This is an optimization exercise on Yosys and OpenROAD, whose aim is small area, not a production implementation. Function was checked by simulation only, so behaviour that the tests miss may differ from the original. Power figures rest on the tool's default switching activity, not on a simulated workload.

`design/flow/design.v`:
```
package dataAcqPkg;
  localparam int ValueWidth   = 16;
  localparam int ErrWidth     = 3;
  localparam int TagWidth     = 3;
  localparam int TypeWidth    = 3;
  localparam int TimeoutWidth = 12;
  localparam int AnalogWidth  = 12;
  localparam int WindowScale  = 16;   
  localparam int WindowWidth  = 8;    
  localparam int SlopeWidth   = 6;
  localparam int ModeWidth    = 2;
  localparam int CfgWidth     = 4;
  localparam int NumTypes     = 8;
  localparam logic [ErrWidth-1:0] ErrOk          = 3'b001;
  localparam logic [ErrWidth-1:0] ErrRef1Missing = 3'b010;
  localparam logic [ErrWidth-1:0] ErrRef2Missing = 3'b011;
  localparam logic [ErrWidth-1:0] ErrBadConfig   = 3'b100;
  localparam logic [ErrWidth-1:0] ErrTimeout     = 3'b101;
  localparam logic [ErrWidth-1:0] ErrRefWritten  = 3'b110;
  localparam logic [ErrWidth-1:0] ErrUnsupported = 3'b111;
  localparam logic [TagWidth-1:0] TagRaw   = 3'b000;
  localparam logic [TagWidth-1:0] TagRef1  = 3'b001;
  localparam logic [TagWidth-1:0] TagRef2  = 3'b010;
  localparam logic [TagWidth-1:0] TagError = 3'b111;
  localparam logic [ModeWidth-1:0] ModeRaw  = 2'b00;
  localparam logic [ModeWidth-1:0] ModeRef1 = 2'b01;
  localparam logic [ModeWidth-1:0] ModeRef2 = 2'b10;
  localparam logic [CfgWidth-1:0] CfgWriteRef1 = 4'b0010;
  localparam logic [CfgWidth-1:0] CfgWriteRef2 = 4'b0100;
  localparam logic [CfgWidth-1:0] CfgWriteBoth = 4'b0101;
  localparam logic [TypeWidth-1:0] TypeRosc = 3'd1;
  localparam logic [TypeWidth-1:0] TypeDc   = 3'd2;
  localparam logic [TypeWidth-1:0] TypeTddb = 3'd4;
  localparam logic [TypeWidth-1:0] TypeSilc = 3'd5;
  localparam logic [TypeWidth-1:0] TypeTemp = 3'd6;
  localparam logic [TypeWidth-1:0] TypeVolt = 3'd7;
  localparam logic [1:0] StIdle     = 2'd0;
  localparam logic [1:0] StBusy     = 2'd1;
  localparam logic [1:0] StComplete = 2'd2;
  typedef logic [NumTypes*ValueWidth-1:0] sensorReadings_t;   
  typedef struct packed {
    logic [1:0]  mode;
    logic [2:0]  sensorType;
    logic [2:0]  index;
    logic [3:0]  numClkCycles;
    logic [15:0] unused;
    logic [3:0]  refCfg;
  } windowView_t;   
  typedef struct packed {
    logic [1:0] mode;
    logic [2:0] sensorType;
    logic [2:0] index;
    logic [5:0] numSlopes;
    logic [1:0] unused;
    logic [7:0] timeoutHi;
    logic [3:0] timeoutLo;
    logic [3:0] refCfg;
  } slopeView_t;   
  typedef union packed {
    windowView_t windowView;
    slopeView_t  slopeView;
  } cmdWord_u;
endpackage
`timescale 1ns/100ps
module edgeCountSensor (
  input  logic                               Clk,
  input  logic                               En,
  input  logic                               start,
  input  logic [dataAcqPkg::WindowWidth-1:0] windowCycles,
  input  logic                               sensorBit,
  output logic                               done,
  output logic [dataAcqPkg::ValueWidth-1:0]  count,
  output logic [dataAcqPkg::ErrWidth-1:0]    err
);
  logic                               running;
  logic                               prevBit;     
  logic [dataAcqPkg::WindowWidth-1:0] sampleCnt;   
  always_ff @(posedge Clk or negedge En) begin
    if (!En) begin
      running   <= 1'b0;
      prevBit   <= 1'b0;
      sampleCnt <= '0;
      done      <= 1'b0;
      count     <= '0;
      err       <= dataAcqPkg::ErrOk;
    end else begin
      done <= 1'b0;   
      if (start) begin
        running   <= (windowCycles > 1);
        done      <= (windowCycles <= 1);
        prevBit   <= sensorBit;
        sampleCnt <= 1;
        count     <= '0;
        err       <= (windowCycles == '0) ? dataAcqPkg::ErrBadConfig : dataAcqPkg::ErrOk;
      end else if (running) begin
        prevBit   <= sensorBit;
        sampleCnt <= sampleCnt + 1'b1;
        if (!prevBit && sensorBit) count <= count + 1'b1;   
        if (sampleCnt + 1'b1 == windowCycles) begin         
          running <= 1'b0;
          done    <= 1'b1;
        end
      end
    end
  end
endmodule
`timescale 1ns/100ps
module slopeCountSensor (
  input  logic                                Clk,
  input  logic                                En,
  input  logic                                start,
  input  logic [dataAcqPkg::SlopeWidth-1:0]   numSlopes,
  input  logic [dataAcqPkg::TimeoutWidth-1:0] timeoutCycles,
  input  logic [dataAcqPkg::AnalogWidth-1:0]  adcSample,
  output logic                                done,
  output logic [dataAcqPkg::ValueWidth-1:0]   elapsed,
  output logic [dataAcqPkg::ErrWidth-1:0]     err
);
  logic                                running, fallNow;
  logic [dataAcqPkg::AnalogWidth-1:0]  prevSample;
  logic [dataAcqPkg::SlopeWidth-1:0]   slopeCnt, slopeNext;
  logic [dataAcqPkg::TimeoutWidth-1:0] elapsedCnt, elapsedNext;
  assign fallNow     = adcSample < prevSample;
  assign slopeNext   = slopeCnt + dataAcqPkg::SlopeWidth'(fallNow);
  assign elapsedNext = elapsedCnt + 1'b1;
  always_ff @(posedge Clk or negedge En) begin
    if (!En) begin
      running    <= 1'b0;
      prevSample <= '0;
      slopeCnt   <= '0;
      elapsedCnt <= '0;
      done       <= 1'b0;
      elapsed    <= '0;
      err        <= dataAcqPkg::ErrOk;
    end else begin
      done <= 1'b0;
      if (start) begin
        prevSample <= adcSample;   
        slopeCnt   <= '0;
        elapsedCnt <= '0;
        elapsed    <= '0;
        running    <= (numSlopes != '0) && (timeoutCycles != '0);
        done       <= (numSlopes == '0) || (timeoutCycles == '0);
        if (numSlopes == '0)          err <= dataAcqPkg::ErrBadConfig;
        else if (timeoutCycles == '0) err <= dataAcqPkg::ErrTimeout;
        else                          err <= dataAcqPkg::ErrOk;
      end else if (running) begin
        prevSample <= adcSample;
        slopeCnt   <= slopeNext;
        elapsedCnt <= elapsedNext;
        if (slopeNext == numSlopes) begin   
          running <= 1'b0;
          done    <= 1'b1;
          elapsed <= dataAcqPkg::ValueWidth'(elapsedNext);
        end else if (elapsedNext == timeoutCycles) begin
          running <= 1'b0;
          done    <= 1'b1;
          err     <= dataAcqPkg::ErrTimeout;
        end
      end
    end
  end
endmodule
`timescale 1ns/100ps
module sensorFrontEnd (
  input  logic                                Clk,
  input  logic                                En,
  input  logic [dataAcqPkg::TypeWidth-1:0]    sensorType,
  input  logic [dataAcqPkg::WindowWidth-1:0]  windowCycles,
  input  logic [dataAcqPkg::SlopeWidth-1:0]   numSlopes,
  input  logic [dataAcqPkg::TimeoutWidth-1:0] timeoutCycles,
  input  logic                                measStart,
  input  dataAcqPkg::sensorReadings_t         sensorReadings,
  output logic                                measDone,
  output logic [dataAcqPkg::ValueWidth-1:0]   rawValue,
  output logic [dataAcqPkg::ErrWidth-1:0]     rawErr
);
  logic roscStart, tddbStart, silcStart, anaStart, isAnalog;
  logic roscDone, tddbDone, silcDone, anaDone;
  logic [dataAcqPkg::ValueWidth-1:0] roscCount, tddbCount, silcElapsed, anaValue;
  logic [dataAcqPkg::ErrWidth-1:0]   roscErr, tddbErr, silcErr, anaErr;
  assign roscStart = measStart && (sensorType == dataAcqPkg::TypeRosc);
  assign tddbStart = measStart && (sensorType == dataAcqPkg::TypeTddb);
  assign silcStart = measStart && (sensorType == dataAcqPkg::TypeSilc);
  assign anaStart  = measStart && !(roscStart || tddbStart || silcStart);   
  assign isAnalog  = (sensorType == dataAcqPkg::TypeDc) ||
                     (sensorType == dataAcqPkg::TypeTemp) ||
                     (sensorType == dataAcqPkg::TypeVolt);
  edgeCountSensor roscSensor (
    .Clk, .En, .start(roscStart), .windowCycles,
    .sensorBit(sensorReadings[dataAcqPkg::TypeRosc*dataAcqPkg::ValueWidth]),
    .done(roscDone), .count(roscCount), .err(roscErr)
  );
  edgeCountSensor tddbSensor (
    .Clk, .En, .start(tddbStart), .windowCycles,
    .sensorBit(sensorReadings[dataAcqPkg::TypeTddb*dataAcqPkg::ValueWidth]),
    .done(tddbDone), .count(tddbCount), .err(tddbErr)
  );
  slopeCountSensor silcSensor (
    .Clk, .En, .start(silcStart), .numSlopes, .timeoutCycles,
    .adcSample(sensorReadings[dataAcqPkg::TypeSilc*dataAcqPkg::ValueWidth +: dataAcqPkg::AnalogWidth]),
    .done(silcDone), .elapsed(silcElapsed), .err(silcErr)
  );
  always_ff @(posedge Clk or negedge En) begin
    if (!En) begin
      anaDone  <= 1'b0;
      anaValue <= '0;
      anaErr   <= dataAcqPkg::ErrOk;
    end else begin
      anaDone <= anaStart;
      if (anaStart) begin
        anaValue <= isAnalog ?
          dataAcqPkg::ValueWidth'(sensorReadings[sensorType*dataAcqPkg::ValueWidth +: dataAcqPkg::AnalogWidth]) : '0;
        anaErr   <= isAnalog ? dataAcqPkg::ErrOk : dataAcqPkg::ErrUnsupported;
      end
    end
  end
  always_comb begin
    case (sensorType)
      dataAcqPkg::TypeRosc: {measDone, rawValue, rawErr} = {roscDone, roscCount, roscErr};
      dataAcqPkg::TypeTddb: {measDone, rawValue, rawErr} = {tddbDone, tddbCount, tddbErr};
      dataAcqPkg::TypeSilc: {measDone, rawValue, rawErr} = {silcDone, silcElapsed, silcErr};
      default:              {measDone, rawValue, rawErr} = {anaDone, anaValue, anaErr};
    endcase
  end
endmodule
`timescale 1ns/100ps
module measurementSequencer (
  input  logic                                Clk,
  input  logic                                En,
  input  logic [31:0]                         cpuCommand,
  input  logic                                statusClear,
  input  logic                                measDone,
  input  logic [dataAcqPkg::ValueWidth-1:0]   rawValue,
  input  logic [dataAcqPkg::ErrWidth-1:0]     rawErr,
  input  logic [dataAcqPkg::ErrWidth-1:0]     finalErr,
  output logic [dataAcqPkg::TypeWidth-1:0]    sensorType,
  output logic [dataAcqPkg::WindowWidth-1:0]  windowCycles,
  output logic [dataAcqPkg::SlopeWidth-1:0]   numSlopes,
  output logic [dataAcqPkg::TimeoutWidth-1:0] timeoutCycles,
  output logic [dataAcqPkg::ModeWidth-1:0]    mode,
  output logic [dataAcqPkg::CfgWidth-1:0]     refCfg,
  output logic                                measStart,
  output logic                                resultLoad,
  output logic [dataAcqPkg::ValueWidth-1:0]   resultValue,
  output logic [dataAcqPkg::ErrWidth-1:0]     resultErr,
  output logic [2:0]                          statusBits
);
  dataAcqPkg::cmdWord_u cmdReg;   
  logic [1:0] state, nextState;
  logic       accept, busy, errSticky, doneLatched;
  assign accept = (state == dataAcqPkg::StIdle) && (cpuCommand != '0);
  assign busy   = (state == dataAcqPkg::StBusy);
  assign statusBits = {busy, errSticky, doneLatched};
  always_comb begin
    sensorType    = cmdReg.windowView.sensorType;
    mode          = cmdReg.windowView.mode;
    refCfg        = cmdReg.windowView.refCfg;
    windowCycles  = '0;
    numSlopes     = '0;
    timeoutCycles = '0;
    case (sensorType)
      dataAcqPkg::TypeRosc, dataAcqPkg::TypeTddb:
        windowCycles = dataAcqPkg::WindowWidth'(cmdReg.windowView.numClkCycles *
                                                dataAcqPkg::WindowScale);
      dataAcqPkg::TypeSilc: begin
        numSlopes     = cmdReg.slopeView.numSlopes;
        timeoutCycles = {cmdReg.slopeView.timeoutHi, cmdReg.slopeView.timeoutLo};
      end
      default: ;   
    endcase
  end
  always_comb begin
    nextState = state;
    case (state)
      dataAcqPkg::StIdle:     if (accept) nextState = dataAcqPkg::StBusy;
      dataAcqPkg::StBusy:     if (measDone) nextState = dataAcqPkg::StComplete;
      dataAcqPkg::StComplete: if (statusClear) nextState = dataAcqPkg::StIdle;
      default:                nextState = dataAcqPkg::StIdle;
    endcase
  end
  always_ff @(posedge Clk or negedge En) begin
    if (!En) begin
      state       <= dataAcqPkg::StIdle;
      cmdReg      <= '0;
      measStart   <= 1'b0;
      resultLoad  <= 1'b0;
      errSticky   <= 1'b0;
      doneLatched <= 1'b0;
    end else begin
      state      <= nextState;
      measStart  <= accept;            
      resultLoad <= busy && measDone;   
      if (accept) cmdReg <= cpuCommand;
      if (statusClear) begin   
        errSticky   <= 1'b0;
        doneLatched <= 1'b0;
      end else if (resultLoad) begin
        doneLatched <= 1'b1;
        if (finalErr != dataAcqPkg::ErrOk && finalErr != dataAcqPkg::ErrRefWritten)
          errSticky <= 1'b1;
      end
    end
  end
  always_ff @(posedge Clk) begin
    if (busy && measDone) begin
      resultValue <= rawValue;
      resultErr   <= rawErr;
    end
  end
endmodule
`timescale 1ns/100ps
module referenceBank (
  input  logic                              Clk,
  input  logic                              En,
  input  logic                              resultLoad,
  input  logic [dataAcqPkg::TypeWidth-1:0]  sensorType,
  input  logic [dataAcqPkg::ModeWidth-1:0]  mode,
  input  logic [dataAcqPkg::CfgWidth-1:0]   refCfg,
  input  logic [dataAcqPkg::ValueWidth-1:0] resultValue,
  input  logic [dataAcqPkg::ErrWidth-1:0]   resultErr,
  output logic [31:0]                       resultForCpu,
  output logic [dataAcqPkg::ErrWidth-1:0]   finalErr
);
  logic [dataAcqPkg::ValueWidth-1:0] ref1Mem [dataAcqPkg::NumTypes];
  logic [dataAcqPkg::ValueWidth-1:0] ref2Mem [dataAcqPkg::NumTypes];
  logic [dataAcqPkg::NumTypes-1:0]   ref1Valid, ref2Valid;
  logic                              wrRef1, wrRef2;
  logic [dataAcqPkg::ValueWidth-1:0] outValue;
  logic [dataAcqPkg::TagWidth-1:0]   outTag;
  always_comb begin
    wrRef1   = 1'b0;
    wrRef2   = 1'b0;
    outValue = '0;
    outTag   = dataAcqPkg::TagError;
    finalErr = resultErr;   
    if (resultErr == dataAcqPkg::ErrOk) begin
      case (mode)
        dataAcqPkg::ModeRaw: begin
          wrRef1 = !ref1Valid[sensorType] || refCfg == dataAcqPkg::CfgWriteRef1 ||
                   refCfg == dataAcqPkg::CfgWriteBoth;
          wrRef2 = refCfg == dataAcqPkg::CfgWriteRef2 || refCfg == dataAcqPkg::CfgWriteBoth;
          outValue = resultValue;
          outTag   = dataAcqPkg::TagRaw;
          if (wrRef1 || wrRef2) finalErr = dataAcqPkg::ErrRefWritten;
        end
        dataAcqPkg::ModeRef1:
          if (ref1Valid[sensorType]) begin
            outValue = resultValue - ref1Mem[sensorType];
            outTag   = dataAcqPkg::TagRef1;
          end else finalErr = dataAcqPkg::ErrRef1Missing;
        dataAcqPkg::ModeRef2:
          if (ref2Valid[sensorType]) begin
            outValue = resultValue - ref2Mem[sensorType];
            outTag   = dataAcqPkg::TagRef2;
          end else finalErr = dataAcqPkg::ErrRef2Missing;
        default: finalErr = dataAcqPkg::ErrUnsupported;   
      endcase
    end
  end
  always_ff @(posedge Clk) begin
    if (resultLoad && wrRef1) ref1Mem[sensorType] <= resultValue;
    if (resultLoad && wrRef2) ref2Mem[sensorType] <= resultValue;
  end
  always_ff @(posedge Clk or negedge En) begin
    if (!En) begin
      ref1Valid    <= '0;
      ref2Valid    <= '0;
      resultForCpu <= '0;
    end else if (resultLoad) begin
      if (wrRef1) ref1Valid[sensorType] <= 1'b1;
      if (wrRef2) ref2Valid[sensorType] <= 1'b1;
      resultForCpu <= {outValue, finalErr, outTag, 10'd0};   
    end
  end
endmodule
`timescale 1ns/100ps
module dataAcqCore (
  input  logic                         Clk,
  input  logic                         En,
  input  logic [31:0]                  cpuCommand,
  input  logic                         statusClear,
  input  dataAcqPkg::sensorReadings_t  sensorReadings,
  output logic [31:0]                  resultForCpu,
  output logic [2:0]                   statusBits
);
  logic [dataAcqPkg::TypeWidth-1:0]    sensorType;
  logic [dataAcqPkg::WindowWidth-1:0]  windowCycles;
  logic [dataAcqPkg::SlopeWidth-1:0]   numSlopes;
  logic [dataAcqPkg::TimeoutWidth-1:0] timeoutCycles;
  logic [dataAcqPkg::ModeWidth-1:0]    mode;
  logic [dataAcqPkg::CfgWidth-1:0]     refCfg;
  logic                                measStart, measDone, resultLoad;
  logic [dataAcqPkg::ValueWidth-1:0]   rawValue, resultValue;
  logic [dataAcqPkg::ErrWidth-1:0]     rawErr, resultErr, finalErr;
  measurementSequencer seqInst (
    .Clk, .En, .cpuCommand, .statusClear, .measDone, .rawValue, .rawErr, .finalErr,
    .sensorType, .windowCycles, .numSlopes, .timeoutCycles, .mode, .refCfg,
    .measStart, .resultLoad, .resultValue, .resultErr, .statusBits
  );
  sensorFrontEnd frontEndInst (
    .Clk, .En, .sensorType, .windowCycles, .numSlopes, .timeoutCycles,
    .measStart, .sensorReadings, .measDone, .rawValue, .rawErr
  );
  referenceBank refBankInst (
    .Clk, .En, .resultLoad, .sensorType, .mode, .refCfg, .resultValue, .resultErr,
    .resultForCpu, .finalErr
  );
endmodule
```
`design/flow/run.sh`:
```
#!/bin/bash
# synth_recipe.tcl (not shown) runs the flow's synth.tcl, then flattens the netlist and writes it again
# the make line also repeats each setting of config.mk as NAME=value (left out here)
make -C /OpenROAD-flow-scripts/flow DESIGN_CONFIG=/design/flow/config.mk WORK_HOME=/design/flow/orfs CLKGATE_MAP_FILE= SYNTH_SCRIPT=/design/flow/synth_recipe.tcl finish
```
`design/flow/config.mk`:
```
export PLATFORM = sky130hd
export DESIGN_NAME = dataAcqCore
export DESIGN_NICKNAME = dataAcqCore
export VERILOG_FILES = /design/flow/design.v
export SDC_FILE = /design/flow/constraint.sdc
export NUM_CORES = 4
export LEC_CHECK = 0
export CAP_MARGIN = 20
export CORE_MARGIN = 2
export CORE_UTILIZATION = 40
export SLEW_MARGIN = 20
```
`design/flow/constraint.sdc`:
```
create_clock -name core_clock -period 10.0 [get_ports {Clk}]
set_input_delay 2.0000 -clock core_clock [delete_from_list [all_inputs] [get_ports {Clk}]]
set_output_delay 2.0000 -clock core_clock [all_outputs]
set_load 0.01 [all_outputs]
```
==> impl_results.md <==
* Synth cell count leaders: edfxtp_1, nand2_1, dfrtp_1, nor2_1, a22oi_1
* Max Root-Sink Buffers at 3
* Vias in the first global route at 16110
* Sinks on Clock Net at 464
* Max Cap Viol at 0
* Chip width at 238.9 um
* First-pass GRT wire length at 95320 um
* Post-synthesis area per instance at 11.73 um^2
* Cts hold-fix bufs at 0
* Clock Pin Slew Worst Setup and Hold Paths at 0.06 ns
* Router iterations before antenna repair at 5
* Setup TNS at 0 ns
* Ys Warns at 5
* Cell variety after synth at 85
* Switching share of power at 23.11%
* Antenna violations before repair at 1
* First DRT Iteration DRCs at 1151
* Post-synthesis cell area at 22070 um^2
* Comb pwr share at 7.7%
* Largest net degree at the start of global routing at 65
* Port buffer count at 155
* Core Region at 54770 um^2
* H-tree levels at 2
* Status: finished clean
* Minimum clock period at 5.963 ns
* Worst EP arrival at 6.41 ns
* # DRC at 0
* Post-CTS sizing at 0
* Cells after Synth at 1881
* Clock share of power at 42.7%
* Period utilization at 59.63%
* Initial Utilization at 40.29%
* Reg power frac at 49.7%
* P&R area growth vs syn at 17.67%
* WL/cell at 22.45 um
* Design Area, Final at 25970 um^2
* Final GP Congestion at 0.8648
* CP Launch Type: primary input
* Crit Path Class: in -> reg
* Via count at 15800
* Synth top area share at 37.42%
* Post-DRT Antenna Nets at 0
* Final setup viols at 0
* Vias per std cell at 5.707
* Final hold slack at 0.4533 ns
* #FFs+latches synth at 464
* Routed WL at 62160 um
* Die height at 238.9 um
* Worst-path fanout max at 12
* Int Power at 3.255 mW
* Unrepaired setup endpoints after global routing: false
* Root Buffer Master: clkbuf_16
* Pwr per Cell Area at 163.0 nW/um^2
* Fmax at 167.7 MHz
* Hold Crit Class: reg -> reg
* Slew Limit Fails at 0
* Critical Path RT at 10.45 ns
* Placement Cell Area at 24340 um^2
* P_sw at 0.9783 mW
* Post-CTS setup buffers at 0
* Worst slew pin tran at 1.200 ns
* Io pins at 198
* Static leakage at 10.19 nW
* Die area at 57070 um^2
* Final hold vios at 0
* Rows at 86
* Diodes inserted at 0
* Area leader, netlist: edfxtp_1
* Asr flop ratio synth at 40.73%
* Sequential fraction of the synthesis area at 58.87%
* Synth area leaders: edfxtp_1, dfrtp_1, a22oi_1
* Total CTS buffers at 49
* Layout cells sized above 1 at 9.351%
* Dpl hpwl at 41100 um
* Worst skew pair latency at 0.60 ns
* Overall Power at 4.234 mW
* Most numerous cell in the Yosys netlist: edfxtp_1
* CTS tree: done
* Setup Skew at 0.02185 ns
* Endpoint class of the critical path: register
* Final net count at 2249
* Peak VDD IR at 0.1156 mV
* Number of synthesized flops with an enable pin at 275
* All-Layer GR Usage at 21.96%
* Ys flop type: edfxtp_1
* Grt total ovfl at 0
* Worst slew margin at 20.01%
## power by group through the flow
stage                     clock (mW)  combinational, mW  sequential, mW
final                           1.81              0.325            2.10
after global routing            1.92              0.367            2.11
after CTS                       1.84              0.327            2.10
after detailed placement           0              0.325            2.14
after global placement             0              0.318            2.14
after floorplan                    0              0.230            2.11
## area by class of cell
cell class / count / area (um^2)
Multi-Input combinational cell: 1261 / 8436
Timing Repair Buffer: 194 / 1848
Fill cell: 4943 / 28800
Clock inverter: 19 / 151.4
Tap cell: 704 / 880.8
Inverter: 53 / 198.9
Sequential cell: 464 / 12990
Clock buffer: 73 / 1461
## layer usage
layer  part of all wire, %  vias to the layer above  global-route usage [%]
met5                     0                        -                       0
met4                   3.2                        0                   8.182
met3                   5.2                      113                   3.072
met2                    50                      452                   38.10
met1                    42                     7924                   27.92
li1                      -                     7309                       -
## logic make-up (layout without fill, tap and decap cells)
| logic type | after synthesis | in the layout | share of synthesized area [%] |
|---|---|---|---|
| AOI/OAI and AO/OA | 466 | 466 | 15.03 |
| xor gates and xnor gates | 112 | 112 | 4.598 |
| adders and majority gates | 63 | 63 | 3.640 |
| buffers and inverters | 165 | 339 | 3.334 |
| DFF | 464 | 464 | 58.87 |
| muxes | 52 | 52 | 2.546 |
| other | 1 | 10 | 0.01699 |
| and+or+nand+nor | 558 | 558 | 11.97 |
## stage by stage
stage                     std cells  worst slack (ns)  util, %
final                          2768             4.037    47.41
after global placement         2676             3.062    44.44
after floorplan                1890             4.951        -
after global routing           2768             3.640    47.41
after CTS                      2768             3.694    47.39
after detailed placement       2676             3.084    44.45
## registers in the layout (all words and copies together), names as in the netlist, 12 cells and up
register and flops:
refBankInst.resultForCpu 22, frontEndInst.anaValue 12, seqInst.cmdReg 27, frontEndInst.roscSensor.count 16, frontEndInst.silcSensor.elapsed 12, refBankInst.ref1Mem 128
refBankInst.ref2Mem 128, frontEndInst.silcSensor.elapsedCnt 12, frontEndInst.silcSensor.prevSample 12, seqInst.resultValue 16, frontEndInst.tddbSensor.count 16
## worst max-delay path, stage by stage
cell	delay, ns
clkdlybuf4s50_1	0.49
ha_1	0.33
a21oi_1	0.21
nor2b_1	0.07
o21ai_0	0.14
a21oi_1	0.08
o211ai_1	0.17
a21oi_1	0.09
a211oi_1	0.41
ha_1	0.33
ha_1	0.26
xor2_1	0.28
xnor2_1	0.16
nand3_1	0.09
a21oi_1	0.13
a21oi_1	0.06
a211o_1	0.35
o21ai_2	0.60
o22ai_1	0.15
## final timing paths
kind,startpoint,end,slack [ns],cells after the start
max in group asynchronous,En,frontEndInst.tddbSensor.sampleCnt[4],7.36,2
min in group asynchronous,En,seqInst.cmdReg[7],1.38,1
max,sensorReadings[81],frontEndInst.silcSensor.elapsed[10],4.04,19
min reg2reg,refBankInst.ref2Valid[2],refBankInst.ref2Valid[2],0.45,1
min,refBankInst.ref2Valid[2],refBankInst.ref2Valid[2],0.45,1
max reg2reg,seqInst.cmdReg[27],refBankInst.resultForCpu[27],5.05,15
## cell usage in the layout, fill, tap and decap left out, types with 18 or more instances in the layout
cell,Yosys,layout
o22ai_1,27,27
ha_1,61,61
dfrtp_1,186,185
nand3_1,46,46
a22oi_1,106,106
o21ai_0,73,73
xor2_1,61,61
a22o_1,20,20
and3_1,29,29
buf_4,19,39
a221oi_1,18,18
mux2_2,23,23
a21oi_1,66,66
xnor2_1,49,49
mux2i_1,28,28
clkbuf_16,0,50
nand2_1,205,205
inv_1,51,51
nor2_1,146,144
clkdlybuf4s50_1,0,154
edfxtp_1,275,275
nand4_1,20,20

-- afterwards: timing with drivers on the ports --
Ports are ideal in the flow. The routed layout listed here was re-timed in OpenROAD. Step 1 assumes that a clkbuf_16 drives the clock port and a buf_2 every other input. Step 2 also shifts input and output timing later by t, the mid clock arrival at the registers, as if the neighbouring blocks saw the same clock. Slacks: ideal / step 1 / step 2; pairs: ideal / step 1.
shift t [ns]: 0.649
slack for setup (ns): 4.037 / 4.070 / 3.421
clock arrival spread, ns: 0.025 / 0.025
worst slew at a driven data input, ns: 0.08
pins driven straight from the clock port: 1
After both steps this run still meets setup and hold. For this run, drivers alone change the setup slack by +0.033 ns; drivers and shift together by -0.616 ns.
